From an optimization exercise on the open Yosys and OpenROAD flow, aimed at small area, a short achievable clock period and few clock cycles per item; shortcuts taken in it are not production practice.
No functional check of the RTL was part of any run shown here.
Power and IR drop assume default switching activity.

===== flow/design.v =====
package tsbd_pkg;
    localparam logic [1:0] FMT_RGBA8888 = 2'd0;
    localparam logic [1:0] FMT_RGBA4444 = 2'd1;
    localparam logic [1:0] FMT_RGB565   = 2'd2;
    localparam logic [1:0] FMT_RGBA5551 = 2'd3;
endpackage
module texel_stream_to_bgra_decoder_core (
    input  logic        aclk,
    input  logic        aresetn,
    input  logic        cfg_wr_en,
    input  logic [2:0]  cfg_addr,
    input  logic [13:0] cfg_wdata,
    input  logic        s_valid,
    output logic        s_ready,
    input  logic [31:0] s_texel_word,
    output logic        m_valid,
    input  logic        m_ready,
    output logic [23:0] m_pixel_index,
    output logic [7:0]  m_blue,
    output logic [7:0]  m_green,
    output logic [7:0]  m_red,
    output logic [7:0]  m_alpha,
    output logic        m_image_end
);
    logic [1:0]  fmt_reg;
    logic        tiled_reg;
    logic [11:0] wm1_reg;    
    logic [11:0] hm1_reg;    
    logic [12:0] pm1_reg;    
    logic [12:0] x_reg;
    logic [11:0] y_reg;
    logic [23:0] l_reg;
    logic [23:5] t_reg;
    logic        xin_reg;    
    logic        yin_reg;    
    logic        pge_reg;    
    logic        skid_v;
    logic        cfg_we_r;
    logic [2:0]  cfg_addr_r;
    logic [13:0] cfg_wdata_r;
    logic        rdy_reg;    
    logic [31:0] skid_word;
    logic        m_v;
    logic [23:0] m_idx;
    logic [7:0]  m_b, m_g, m_r, m_a;
    logic        m_end;
    logic        cfg_hit, acc, out_free, keep, endp, adv, load_out;
    logic        xw, yh, xp, x_last, y_last, cend, rend;
    logic [12:0] xp1;
    logic [11:0] yp1;
    logic [23:0] l_plus_w;
    logic [31:0] src_word;
    logic [7:0]  dec_b, dec_g, dec_r, dec_a;
    function automatic logic [11:0] dim_m1(input logic [12:0] d);
        if (d[12])              dim_m1 = 12'hFFF;
        else if (d[11:0] == '0) dim_m1 = 12'd0;
        else                    dim_m1 = d[11:0] - 12'd1;
    endfunction
    function automatic logic [12:0] pitch_m1(input logic [13:0] d);
        if (d[13])              pitch_m1 = 13'h1FFF;
        else if (d[12:0] == '0) pitch_m1 = 13'd0;
        else                    pitch_m1 = d[12:0] - 13'd1;
    endfunction
    assign cfg_hit  = cfg_we_r && (cfg_addr_r <= 3'd4);
    assign s_ready  = rdy_reg;
    assign acc      = s_valid && rdy_reg;
    assign out_free = !m_v || m_ready;
    assign xp1 = x_reg + 13'd1;
    assign yp1 = y_reg + 12'd1;
    assign xw  = (x_reg == {1'b0, wm1_reg});
    assign yh  = (y_reg == hm1_reg);
    assign xp  = (x_reg == pm1_reg);
    assign keep = xin_reg && yin_reg;
    assign endp = xw && yh;
    assign load_out = out_free && (skid_v || (acc && keep));
    assign adv      = (skid_v && out_free) || (acc && (!keep || out_free));
    assign x_last = xw || !xin_reg;
    assign y_last = yh || !yin_reg;
    assign cend   = tiled_reg ? (&x_reg[4:0]) : (x_last && (xp || pge_reg));
    assign rend   = tiled_reg ? (&y_reg[4:0]) : 1'b1;
    logic [14:0] lw_lo;
    logic [10:0] l_hi_inc;
    assign lw_lo    = {1'b0, l_reg[12:0], 1'b1} + {2'b0, wm1_reg, 1'b1};
    assign l_hi_inc = l_reg[23:13] + 11'd1;
    assign l_plus_w = {lw_lo[14] ? l_hi_inc : l_reg[23:13], lw_lo[13:1]};
    always_ff @(posedge aclk) begin
        cfg_we_r    <= aresetn && cfg_wr_en;
        cfg_addr_r  <= cfg_addr;
        cfg_wdata_r <= cfg_wdata;
    end
    always_ff @(posedge aclk) begin
        if (!aresetn) begin
            fmt_reg   <= 2'd1;
            tiled_reg <= 1'b0;
            wm1_reg   <= 12'd0;
            hm1_reg   <= 12'd0;
            pm1_reg   <= 13'd0;
        end else if (cfg_we_r) begin
            case (cfg_addr_r)
                3'd0: fmt_reg   <= cfg_wdata_r[1:0];
                3'd1: tiled_reg <= cfg_wdata_r[0];
                3'd2: wm1_reg   <= dim_m1(cfg_wdata_r[12:0]);
                3'd3: hm1_reg   <= dim_m1(cfg_wdata_r[12:0]);
                3'd4: pm1_reg   <= pitch_m1(cfg_wdata_r);
                default: ;
            endcase
        end
    end
    always_ff @(posedge aclk) begin
        if (!aresetn || cfg_hit) begin
            x_reg   <= '0;
            y_reg   <= '0;
            l_reg   <= '0;
            t_reg   <= '0;
            xin_reg <= 1'b1;
            yin_reg <= 1'b1;
            pge_reg <= 1'b0;
        end else if (adv) begin
            if (!cend) begin
                x_reg   <= xp1;
                xin_reg <= xin_reg && !xw;
                pge_reg <= pge_reg || xp;
            end else if (tiled_reg && !rend) begin
                x_reg   <= {x_reg[12:5], 5'd0};
                xin_reg <= 1'b1;
                y_reg   <= yp1;
                yin_reg <= yin_reg && !yh;
                l_reg   <= l_plus_w;
            end else if (tiled_reg && !x_last) begin
                x_reg   <= xp1;
                xin_reg <= 1'b1;
                y_reg   <= {y_reg[11:5], 5'd0};
                yin_reg <= 1'b1;
                l_reg   <= {t_reg, 5'd0};
            end else if (!y_last) begin
                x_reg   <= '0;
                xin_reg <= 1'b1;
                pge_reg <= 1'b0;
                y_reg   <= yp1;
                yin_reg <= 1'b1;
                l_reg   <= l_plus_w;
                t_reg   <= l_plus_w[23:5];
            end else begin
                x_reg   <= '0;
                xin_reg <= 1'b1;
                pge_reg <= 1'b0;
                y_reg   <= '0;
                yin_reg <= 1'b1;
                l_reg   <= '0;
                t_reg   <= '0;
            end
        end
    end
    assign src_word = skid_v ? skid_word : s_texel_word;
    always_comb begin
        case (fmt_reg)
            2'd0: begin
                dec_r = src_word[7:0];
                dec_g = src_word[15:8];
                dec_b = src_word[23:16];
                dec_a = src_word[31:24];
            end
            2'd1: begin
                dec_a = {src_word[3:0], src_word[3:0]};
                dec_b = {src_word[7:4], src_word[7:4]};
                dec_g = {src_word[11:8], src_word[11:8]};
                dec_r = {src_word[15:12], src_word[15:12]};
            end
            2'd2: begin
                dec_b = {src_word[4:0], src_word[4:2]};
                dec_g = {src_word[10:5], src_word[10:9]};
                dec_r = {src_word[15:11], src_word[15:13]};
                dec_a = 8'hFF;
            end
            default: begin
                dec_a = src_word[0] ? 8'hFF : 8'h00;
                dec_b = {src_word[5:1], src_word[5:3]};
                dec_g = {src_word[10:6], src_word[10:8]};
                dec_r = {src_word[15:11], src_word[15:13]};
            end
        endcase
    end
    always_ff @(posedge aclk) begin
        if (!aresetn) begin
            skid_v  <= 1'b0;
            rdy_reg <= 1'b1;
            m_v     <= 1'b0;
        end else begin
            if (skid_v) begin
                skid_v  <= !out_free;
                rdy_reg <= out_free;
            end else begin
                skid_v  <= acc && keep && !out_free;
                rdy_reg <= !(acc && keep && !out_free) &&
                           !(cfg_wr_en && (cfg_addr <= 3'd4));
            end
            if (out_free) m_v <= skid_v || (acc && keep);
        end
    end
    always_ff @(posedge aclk) begin
        if (!skid_v) skid_word <= s_texel_word;
    end
    always_ff @(posedge aclk) begin
        if (load_out) begin
            m_idx <= l_reg + {12'd0, x_reg[11:0]};
            m_end <= endp;
            m_b   <= dec_b;
            m_g   <= dec_g;
            m_r   <= dec_r;
            m_a   <= dec_a;
        end
    end
    assign m_valid       = m_v;
    assign m_pixel_index = m_idx;
    assign m_blue        = m_b;
    assign m_green       = m_g;
    assign m_red         = m_r;
    assign m_alpha       = m_a;
    assign m_image_end   = m_end;
endmodule

===== flow/flow/run.sh =====
#!/bin/bash
# Standard layout, with the port buffers inserted as buf_2 cells.
cp standard.sh standard_sh.log
cp config.mk config_mk.log
export BUFFER_PORTS_ARGS="-buffer_cell sky130_fd_sc_hd__buf_2"
bash standard.sh > standard.log 2>&1

===== flow/standard.sh =====
#!/bin/bash
# synth_recipe.tcl (not shown) runs the flow's synth.tcl, then flattens the netlist and writes it again
# the make line also repeats each setting of config.mk as NAME=value (left out here)
make -C /OpenROAD-flow-scripts/flow DESIGN_CONFIG=/design/flow/config.mk WORK_HOME=/design/flow/orfs CLKGATE_MAP_FILE= SYNTH_SCRIPT=/design/flow/synth_recipe.tcl "${@:-finish}"

===== flow/config.mk =====
export PLATFORM = sky130hd
export DESIGN_NAME = texel_stream_to_bgra_decoder_core
export DESIGN_NICKNAME = texel_stream_to_bgra_decoder_core
export VERILOG_FILES = /design/flow/design.v
export SDC_FILE = /design/flow/constraint.sdc
export NUM_CORES = 4
export LEC_CHECK = 0
export CAP_MARGIN = 20
export CORE_MARGIN = 2
export CORE_UTILIZATION = 65
export CTS_CLUSTER_DIAMETER = 80
export CTS_CLUSTER_SIZE = 24
export PLACE_DENSITY = 0.75
export SETUP_SLACK_MARGIN = 3.8
export SLEW_MARGIN = 20

===== flow/constraint.sdc =====
create_clock -name core_clock -period 6.5 [get_ports {aclk}]
set_input_delay 1.3000 -clock core_clock [delete_from_list [all_inputs] [get_ports {aclk}]]
set_output_delay 1.3000 -clock core_clock [all_outputs]
set_load 0.01 [all_outputs]

==> out/metrics.cfg, run 1 <==
[setup_path]
cpLargestDelayFamily=compound AO/OA/AOI/OAI gates
critPathSlowestCell=dfxtp_2
rr_worst_depth=10
critical_path_buf_inv_count=1
worstPathCellList=ha_1, fa_2, a21o_1, a21oi_2, o21ai_0, a31oi_2, buf_4, o21bai_1, a21oi_1, xnor2_1
r2r_end=m_idx[10]
crit_type=register to register
critPathRequiredTime_ps=6720
startpoint_type=register
critPathMaxStageDelay_ps=390
r2r_slack_ps=3880
rr_startpoint=x_reg[0]
cp.arrival_ps=2850
critPathCaptureType=register
cp_max_fo=6

[sta]
max_freq_mhz=381.4
hold_slack_ps=454.7
hold_viol_final=0
tns_ps=0
drv_slew=0
clock_skew_ps=29.26
setup_viol=0
rsz0062_at_grt=true
finalCritPeriodShare=0.4034
worst_pin_slew_ps=919.5
max_slew_margin=0.3870
fin_crit_ps=2622

[grt]
grt_pass1_wl_mm=39.22
track_usage=0.2724
top_usage_layer=met2
use_met3=0.02922
overflow=0
grt_pass1_vias=7724
antenna_found_initial=0
use_met2=0.4624
use_met1=0.3755
grt_start_max_net_pins=52

[power]
finalPower_mw=3.062
pwr-share-seq=0.525
power_switching_uw=872.7
total_leakage_power_nw=5.190
pwr-share-comb=0.192
p_per_area_nw_per_um2=253.7
peakVddDrop_v=0.0002113
power_frac_clock=0.283
p_sw_frac=0.2850
internal_power_mw=2.189

[die]
dieArea_um2=17480
core_um2=16000
die_w_um=132.2
initial_core_util=0.6677
rows=46
fp.dieH_um=132.2
io-pin-count=113

[clock_network]
htreeDepth=1
cts_tree=yes
cts-root-buf=clkbuf_16
cts_buffer_depth=3
clk_latency_ps=480
cts_sinks=221
numCtsBuffers=13
clk_pin_slew_ps=100

[logic_synthesis]
synth_top_cell_by_area=dfxtp_1
syn_inst=1074
synth_edf_count=57
synth_fp_nets=1161
async_flop_share=0
synth_ff_type=dfxtp_1
avgSynthCellArea_um2=9.948
ys_seq_elements=221
synthTopCellsByArea=dfxtp_1 (31%), edfxtp_1 (16%), xor2_1 (4.8%), nor2_1 (3.9%), ha_1 (3.6%)
synthDistinctLibCells=78
synth_area_um2=10680
ys_seq_area_frac=0.4675
yosysTopAreaCellShare=0.3073
yosysWarningCount=1

[finish]
layout_common_cells=dfxtp_1 (154), buf_2 (112), nor2_1 (110)
layout-drive-gt1-share=0.2267
layout_commonest_cell=dfxtp_1
antenna_cells=0
fin_util=0.7541
instances_no_fill=1398
fillers=1218
areaGrowthSynthToFinish_pct=12.94
largest_reg_flops=32
num-nets-final=1262

[min_path]
min_path_type=register to register
holdPathEnd=t_reg[12]
worstHoldStart=t_reg[12]
whs_path_depth=2

[placement]
routabilityCongestion=0.9071
hpwl_mm=17.03
port_buffers=112
place_inst=1353

[route]
antenna_left=0
first_pass_iters=5
drt_wl_total_mm=24.87
via_count=8435
drc_errors=0
viasPerCell=6.034
drtIter0Drc=711
post_drt_wl_per_cell_um=17.79

[flow_run]
max_cap_violations=0

[run_status]
status=finished clean

==> layer usage <==
layer,share of wire,up-vias
li1,-,4075
met1,0.43,3982
met2,0.48,317
met3,0.058,61
met4,0.027,0
met5,0,-
==> cell usage after synthesis (all sizes together), types with 4 or more instances <==
| cell type | number |
|---|---|
| nor3 | 15 |
| ha | 31 |
| xor2 | 59 |
| a211oi | 9 |
| a41oi | 4 |
| o21ai | 72 |
| dfxtp | 164 |
| and3 | 20 |
| nand4 | 7 |
| nand2b | 7 |
| nand2 | 81 |
| buf | 18 |
| xnor2 | 37 |
| o211a | 19 |
| a21o | 4 |
| clkbuf | 37 |
| o21bai | 4 |
| and2 | 9 |
| o31a | 11 |
| o221a | 19 |
| a21oi | 53 |
| or3 | 5 |
| nor2 | 116 |
| nor4 | 13 |
| mux2 | 30 |
| mux2i | 18 |
| o211ai | 18 |
| o21a | 4 |
| a31oi | 6 |
| a221oi | 8 |
| nor2b | 9 |
| a22oi | 10 |
| o22ai | 8 |
| nand3 | 18 |
| or2 | 4 |
| edfxtp | 57 |
| nand3b | 8 |
| inv | 37 |
==> stage by stage <==
step | worst slack [ps] | cell area [um2]
6_report | 3878 | 12070
2_1_floorplan | 3680 | 10720
4_1_cts | 3818 | 11850
3_5_place_dp | 2991 | 11350
3_3_place_gp | 3056 | 11350
5_1_grt | 3749 | 12070
==> tightest hold or removal path, cell delays in order (launching register included) <==
cell	delay, ps
dfxtp_1	330
nand2_1	50
nand2_1	40
==> power by group through the flow <==
stage / clock network [mW] / registers [mW] / logic (mW)
after detailed placement: 0 / 1.64 / 0.530
after floorplan: 0 / 1.64 / 0.365
final: 0.867 / 1.61 / 0.587
after global routing: 0.934 / 1.62 / 0.639
after global placement: 0 / 1.64 / 0.521
after CTS: 0.884 / 1.61 / 0.541
==> final cells by class <==
class | instances | area [um2] | area share
well taps | 216 | 270.3 | 0.02240
repair buffers | 139 | 775.7 | 0.06429
flip-flops and latches | 221 | 5010 | 0.4152
clock buffers | 17 | 340.3 | 0.02820
multi-input cells | 763 | 5473 | 0.4535
clock inverters | 5 | 58.81 | 0.004873
inverters | 37 | 138.9 | 0.01151
==> worst max path at each step <==
stage	start	end	depth (start not counted)
floorplan	s_valid	m_a[0]	3
global placement	m_ready	y_reg[9]	7
detailed placement	m_ready	y_reg[6]	7
CTS	x_reg[0]	m_idx[18]	10
global route	wm1_reg[0]	l_reg[12]	12
finish	x_reg[0]	m_idx[10]	10
==> cell families (layout without fill, tap and decap cells) <==
logic type                 after synthesis  in the layout  share of synthesized area
and+or+nand+nor                        317            317                     0.1480
AOI/OAI and AO/OA                      267            269                     0.1814
DFF                                    221            221                     0.4675
xor gates and xnor gates                96             96                    0.07870
buffers and inverters                   92            198                    0.03583
muxes                                   48             48                    0.04848
adders and majority gates               33             33                    0.04005
==> repair_timing <==
| action | 4_1_cts | 5_1_grt |
|---|---|---|
| endpoints found under the setup margin | 70 | 56 |
| setup buffers | 6 | 15 |
| gates resized for setup | 16 | 20 |
| hold buffers | 0 | 0 |
| cloned | 0 | 2 |
| pin swaps | 3 | 9 |
| hold endpoints to repair | 0 | 0 |
==> inputs of run 2 (changes only) <==
--- a/flow/design.v
+++ b/flow/design.v
@@ -53,12 +53,11 @@
     logic [7:0]  dec_b, dec_g, dec_r, dec_a;
-    function automatic logic [11:0] dim_m1(input logic [12:0] d);
-        if (d[12])              dim_m1 = 12'hFFF;
-        else if (d[11:0] == '0) dim_m1 = 12'd0;
-        else                    dim_m1 = d[11:0] - 12'd1;
-    endfunction
-    function automatic logic [12:0] pitch_m1(input logic [13:0] d);
-        if (d[13])              pitch_m1 = 13'h1FFF;
-        else if (d[12:0] == '0) pitch_m1 = 13'd0;
-        else                    pitch_m1 = d[12:0] - 13'd1;
-    endfunction
+    logic [11:0] wd_dec, dim_m1;
+    logic [12:0] pitch_m1;
+    logic        wd_zero;
+    assign wd_dec  = cfg_wdata_r[11:0] - 12'd1;
+    assign wd_zero = (cfg_wdata_r[11:0] == 12'd0);
+    assign dim_m1  = cfg_wdata_r[12] ? 12'hFFF : (wd_zero ? 12'd0 : wd_dec);
+    assign pitch_m1 = cfg_wdata_r[13] ? 13'h1FFF :
+                      wd_zero ? (cfg_wdata_r[12] ? 13'h0FFF : 13'd0) :
+                      {cfg_wdata_r[12], wd_dec};
     assign cfg_hit  = cfg_we_r && (cfg_addr_r <= 3'd4);
@@ -80,7 +79,5 @@
     assign rend   = tiled_reg ? (&y_reg[4:0]) : 1'b1;
-    logic [14:0] lw_lo;
-    logic [10:0] l_hi_inc;
-    assign lw_lo    = {1'b0, l_reg[12:0], 1'b1} + {2'b0, wm1_reg, 1'b1};
-    assign l_hi_inc = l_reg[23:13] + 11'd1;
-    assign l_plus_w = {lw_lo[14] ? l_hi_inc : l_reg[23:13], lw_lo[13:1]};
+    logic [24:0] l_plus_w_c;
+    assign l_plus_w_c = {l_reg, 1'b1} + {12'd0, wm1_reg, 1'b1};
+    assign l_plus_w   = l_plus_w_c[24:1];
     always_ff @(posedge aclk) begin
@@ -101,5 +98,5 @@
                 3'd1: tiled_reg <= cfg_wdata_r[0];
-                3'd2: wm1_reg   <= dim_m1(cfg_wdata_r[12:0]);
-                3'd3: hm1_reg   <= dim_m1(cfg_wdata_r[12:0]);
-                3'd4: pm1_reg   <= pitch_m1(cfg_wdata_r);
+                3'd2: wm1_reg   <= dim_m1;
+                3'd3: hm1_reg   <= dim_m1;
+                3'd4: pm1_reg   <= pitch_m1;
                 default: ;
--- a/flow/config.mk
+++ b/flow/config.mk
@@ -13,3 +13,3 @@
 export PLACE_DENSITY = 0.75
-export SETUP_SLACK_MARGIN = 3.8
+export SETUP_SLACK_MARGIN = 3.9
 export SLEW_MARGIN = 20
==> run 2 against run 1 <==
  * Still clean
  * Non-clock buffer count grew 44
  * Wire length grew 8.3%
  * Final area grew 5.3%
  * Cell count grew 4.1%
  * Synthesized cell count grew 1.9%
  * Critical path depth shrank 1
  * Core utilization grew 4.8 points
  * Via count grew 5.8%
  * Sequential cell count is the same
  * Register-to-register slack lost 110 ps
  * First-iteration DRC count grew 28%
  * Largest cell class unchanged
  * Largest power group unchanged
==> out/metrics.cfg, run 2 <==
[sta]
tns_ps=0
max_freq_mhz=366.5
rsz0062_at_grt=true
drv_slew=0
finalCritPeriodShare=0.4198
fin_crit_ps=2729
setup_viol=0
clock_skew_ps=25.69
max_slew_margin=0.3096
worst_pin_slew_ps=1022
hold_viol_final=0

[die]
dieArea_um2=17120
core_um2=15830
rows=46
io-pin-count=113
initial_core_util=0.6606
die_w_um=130.8
fp.dieH_um=130.8

[logic_synthesis]
async_flop_share=0
synth_area_um2=10460
synthTopCellsByArea=dfxtp_1 (31%), edfxtp_1 (16%), xnor2_1 (4.4%), nor2_1 (4.4%), xor2_1 (4.0%)
syn_inst=1094
yosysTopAreaCellShare=0.3140
ys_seq_area_frac=0.4777
synth_common_cells=dfxtp_1 (164), nor2_1 (123), nand2_1 (86)
avgSynthCellArea_um2=9.557
synth_ff_type=dfxtp_1
ys_seq_elements=221
yosysWarningCount=1
synthDistinctLibCells=63
synth_fp_nets=1179
yosysMostFrequentCell=dfxtp_1
synth_edf_count=57
synth_top_cell_by_area=dfxtp_1

[finish]
areaGrowthSynthToFinish_pct=21.49
layout_commonest_cell=dfxtp_1
num-nets-final=1319
largest_reg_flops=32
antenna_cells=0
fin_util=0.8025
layout-drive-gt1-share=0.2790
layout_common_cells=dfxtp_1 (145), nor2_1 (113), buf_2 (111)

[setup_path]
cp.arrival_ps=3120
crit_type=register to register
critPathCaptureType=register
critPathMaxStageDelay_ps=560
critPathSlowestCell=or4_4
startpoint_type=register
worstPathCellList=xor2_2, nor4_2, nand4_2, and3_4, or4_4, buf_12, o32ai_4, o21ai_1, a311oi_1
critPathRequiredTime_ps=6890
cp_max_fo=5

[run_status]
status=finished clean

[grt]
grt_pass1_wl_mm=40.11
grt_start_max_net_pins=53
antenna_found_initial=0
track_usage=0.2978
overflow=0
grt_pass1_vias=7716

[clock_network]
cts_sinks=221
clk_pin_slew_ps=100
clk_latency_ps=480
cts_tree=yes
numCtsBuffers=13
cts-root-buf=clkbuf_16
htreeDepth=1
cts-hold-fix-buffers=0
cts_buffer_depth=3

[route]
drc_errors=0
post_drt_wl_per_cell_um=18.51
met2WireLength_mm=12.74
first_pass_iters=5
viasPerCell=6.131
drtIter0Drc=907
wl_met3_mm=1.923
top_layer=met4
antenna_left=0
drt_wl_total_mm=26.95
via_count=8927
wl_met1_mm=11.02

[placement]
port_buffers=112
routabilityCongestion=0.9264
hpwl_mm=17.46

[flow_run]
max_cap_violations=0

[power]
peakVddDrop_v=0.0002762
total_leakage_power_nw=5.030
p_per_area_nw_per_um2=239.3

[min_path]
min_path_type=register to register

[run 2: cell types whose count changed in the layout (fill, tap and decap cells not counted), sizes merged, moves of 11 or more]
cell | before | now
xnor2 | 37 | 53
nand3 | 18 | 34
a211oi | 9 | 30
o221a | 19 | 0
xor2 | 59 | 48
o211a | 19 | 0
a21oi | 53 | 72
buf | 139 | 182
[run 2: cell type report]
class                   count  area, um2
multi-input cells         784       5679
flip-flops and latches    221       5044
fillers                  1017       3126
repair buffers            183       1224
clock buffers              19      347.8
well taps                 216      270.3
inverters                  31      116.4
clock inverters             2      21.27
[run 2: routing by layer]
metal	track usage	vias to the layer above
li1	-	4198
met4	0.1208	0
met3	0.04235	108
met2	0.4847	429
met1	0.4027	4192
met5	0	-
[run 2: worst paths after layout]
kind | cells after the start | from | slack [ps] | to
min reg2reg | 2 | t_reg[11] | 460 | t_reg[11]
max reg2reg | 9 | wm1_reg[10] | 3770 | l_reg[19]
min | 2 | t_reg[11] | 460 | t_reg[11]
max | 9 | wm1_reg[10] | 3770 | l_reg[19]
[run 2: cell families after synthesis]
logic type	synth area share
fa+ha+maj	0.03854
xor+xnor	0.08461
compound gates	0.1594
mux	0.04631
buf+inv	0.03542
simple gates	0.1580
flops	0.4777
[run 2: power by group]
part / switching [mW] / internal, mW / total, mW
combinational: 0.373 / 0.275 / 0.648
clock: 0.442 / 0.382 / 0.824
sequential: 0.0552 / 1.51 / 1.57
[run 2: timing repair]
action,4_1_cts,5_1_grt
gates resized for setup,70,81
buffers inserted,38,20
pin swaps,26,27
gates cloned,3,2
endpoints found under the setup margin,92,138
[run 2: metrics by stage]
| stage | setup slack [ps] | cells | hold WS, ps | power (mW) | cell area [um2] |
|---|---|---|---|---|---|
| floorplan | 3578 | 1094 | 425.9 | 1.902 | 10590 |
| global placement | 2975 | 1372 | 441.0 | 2.046 | 11200 |
| detailed placement | 2956 | 1372 | 446.8 | 2.054 | 11210 |
| CTS | 3823 | 1434 | 464.3 | 2.980 | 12210 |
| global route | 3701 | 1456 | 480.4 | 3.154 | 12700 |
| finish | 3771 | 1456 | 464.6 | 3.039 | 12700 |
[run 2: critical path, delay by kind of cell, from the launching register on]
family,cells,cell delay (ps)
xor gates and xnor gates,1,180
AOI/OAI and AO/OA,3,630
DFF,1,370
and+or+nand+nor,4,1310
buffers and inverters,1,160
==> inputs of run 3 (changes only) <==
--- a/flow/config.mk
+++ b/flow/config.mk
@@ -13,3 +13,3 @@
 export PLACE_DENSITY = 0.75
-export SETUP_SLACK_MARGIN = 3.9
+export SETUP_SLACK_MARGIN = 3.8
 export SLEW_MARGIN = 20
==> run 3 against run 2 <==
  * Register-to-register slack is essentially flat
  * Highest routed layer unchanged
  * Count of clock-buffer cells in the layout decreased by 2
  * Die area is the same
  * Clock power rose by 0.8%
  * Largest cell class unchanged
  * Hold slack got worse by 6.0 ps
  * Sequential share of layout area up 1.5 points
  * Final area is 3.9% lower
  * Largest power group unchanged
  * Still clean
==> out/metrics.cfg, run 3 <==
[run_status]
status=finished clean

[route]
viasPerCell=5.933
drc_errors=0
antenna_left=0
first_pass_iters=6
post_drt_wl_per_cell_um=18.20
drtIter0Drc=782
via_count=8490
drt_wl_total_mm=26.05

[sta]
worst_pin_slew_ps=1008
setup_viol=0
finalCritPeriodShare=0.4218
layout_setup_ws_ps=3758
max_freq_mhz=364.8
fin_crit_ps=2742
hold_viol_final=0
drv_slew=0
rsz0062_at_grt=true
clock_skew_ps=12.46
tns_ps=0
max_slew_margin=0.3194

[setup_path]
r2r_end=l_reg[19]
crit_type=register to register
critPathCaptureType=register
cp.arrival_ps=3120
cp_max_fo=5
startpoint_type=register
r2r_slack_ps=3760
rr_worst_depth=8
rr_startpoint=wm1_reg[10]
critPathRequiredTime_ps=6880

[logic_synthesis]
synth_edf_count=57
synthDistinctLibCells=63
synth_ff_type=dfxtp_1
ys_seq_area_frac=0.4777
synth_fp_nets=1179
async_flop_share=0
synth_area_um2=10460
yosysTopAreaCellShare=0.3140
synth_top_cell_by_area=dfxtp_1
synth_common_cells=dfxtp_1 (164), nor2_1 (123), nand2_1 (86)
synthTopCellsByArea=dfxtp_1 (31%), edfxtp_1 (16%), xnor2_1 (4.4%), nor2_1 (4.4%), xor2_1 (4.0%)
ys_seq_elements=221
yosysMostFrequentCell=dfxtp_1
syn_inst=1094
avgSynthCellArea_um2=9.557
yosysWarningCount=1

[grt]
antenna_found_initial=0
track_usage=0.3000
overflow=0
grt_pass1_vias=7708
grt_start_max_net_pins=55
grt_pass1_wl_mm=40.28

[clock_network]
cts_sinks=221
clk_pin_slew_ps=90
numCtsBuffers=13
cts_tree=yes
cts-root-buf=clkbuf_16
cts_buffer_depth=3
clk_latency_ps=480
htreeDepth=1
cts-hold-fix-buffers=0

[placement]
port_buffers=112
hpwl_mm=17.35
routabilityCongestion=0.9150
dp_slack_ps=2688
dpl_cell_area_um2=11180

[finish]
layout-drive-gt1-share=0.2387
layout_common_cells=dfxtp_1 (146), nor2_1 (119), buf_2 (112)
largest_reg_flops=32
num-nets-final=1295
layout_commonest_cell=dfxtp_1
antenna_cells=0
areaGrowthSynthToFinish_pct=16.77
finalInstanceArea_um2=12210

[die]
initial_core_util=0.6606
dieArea_um2=17120
core_um2=15830
die_w_um=130.8
fp.dieH_um=130.8
io-pin-count=113
rows=46

[power]
p_per_area_nw_per_um2=242.0
total_leakage_power_nw=4.769
peakVddDrop_v=0.0002916

[min_path]
whs_path_depth=2
worstHoldStart=t_reg[11]
holdPathEnd=t_reg[11]
min_path_type=register to register

[flow_run]
max_cap_violations=0

==> run 3: cell counts after synthesis <==
Identical to the previous run, type by type.
==> run 3: timing repair <==
item | 4_1_cts | 5_1_grt
setup endpoints to repair | 81 | 66
buffers inserted | 15 | 23
cloned | 2 | 1
pin swaps | 10 | 30
gates resized for setup | 42 | 51
==> run 3: how the worst max path moves through the flow <==
| stage | endpoint | slack, ps | startpoint |
|---|---|---|---|
| final | l_reg[19] | 3760 | wm1_reg[10] |
| after global routing | l_reg[19] | 3660 | x_reg[0] |
| after detailed placement | y_reg[11] | 2690 | m_ready |
| after CTS | l_reg[19] | 3770 | x_reg[1] |
| after global placement | y_reg[11] | 2780 | m_ready |
| after floorplan | l_reg[19] | 3580 | m_ready |
==> run 3: metal layers <==
metal / vias to the layer above / part of all wire / track usage
met4: 0 / 0.036 / 0.1089
met5: - / 0 / 0.008824
li1: 4129 / - / -
met1: 3980 / 0.43 / 0.3979
met3: 66 / 0.058 / 0.03787
met2: 315 / 0.48 / 0.5064
==> run 3: worst max-delay path, stage by stage (launching register included) <==
cell	delay, ps
dfxtp_1	380
xor2_1	190
nor4_2	300
nand4_2	200
and3_4	280
or4_4	630
o32ai_4	250
o21ai_1	110
a311oi_1	290
==> run 3: cell families after synthesis <==
family,share of synthesized area
fa+ha+maj,0.03854
simple gates,0.1580
buf+inv,0.03542
flops,0.4777
compound gates,0.1594
xor+xnor,0.08461
mux,0.04631
==> run 3: per-stage QoR <==
step,cells,total power [mW],util,hold WS (ps)
2_1_floorplan,1094,1.901,-,425.9
3_3_place_gp,1370,2.042,0.7062,435.7
3_5_place_dp,1370,2.048,0.7062,440.5
4_1_cts,1407,2.906,0.7470,458.0
5_1_grt,1431,3.067,0.7713,477.7
6_report,1431,2.954,0.7713,458.6
==> run 3: final cells by class <==
class / instances / area, um2
flip-flops and latches: 221 / 5035
well taps: 216 / 270.3
multi-input cells: 785 / 5478
repair inverters: 1 / 5.005
inverters: 31 / 120.1
repair buffers: 157 / 934.6
clock buffers: 17 / 340.3
fillers: 1098 / 3620
clock inverters: 3 / 25.02
==> run 3: report_power, final <==
part | total [mW] | switching [mW] | leakage (nW) | internal (mW)
clock network | 0.831 | 0.452 | 0.179 | 0.379
logic | 0.556 | 0.333 | 2.69 | 0.223
registers | 1.57 | 0.0539 | 1.90 | 1.51
total | 2.95 | 0.840 | 4.77 | 2.11

static timing again, ports no longer ideal:
How much do the figures lean on ideal ports? The routed layouts below were timed once more, with nothing changed but the port constraints.
Step 1 assumes that a clkbuf_16 drives the clock port and a buf_2 every other input.
Step 2 moves the port delays by t, midway between the first and last clock arrival at a register: inputs arrive t later, outputs are due t later. That takes back most of the time a late clock gives input paths.
a / b / c = ideal ports / drivers / drivers and shift; a / b = the first two.
run	t (ns)	setup slack, ns	worst register clock-pin slew, ns	worst data-port slew with drivers (ns)	pins driven straight from the clock port
run 1	0.516	3.878 / 3.878 / 3.430	0.10 / 0.10	0.05	1
run 2	0.508	3.771 / 3.771 / 3.268	0.10 / 0.10	0.05	1
run 3	0.518	3.758 / 3.758 / 3.330	0.09 / 0.09	0.05	1
After both steps setup and hold are still met in every run listed. For run 2, which loses most, drivers alone change the setup slack by 0.000 ns; drivers and shift together by -0.503 ns.
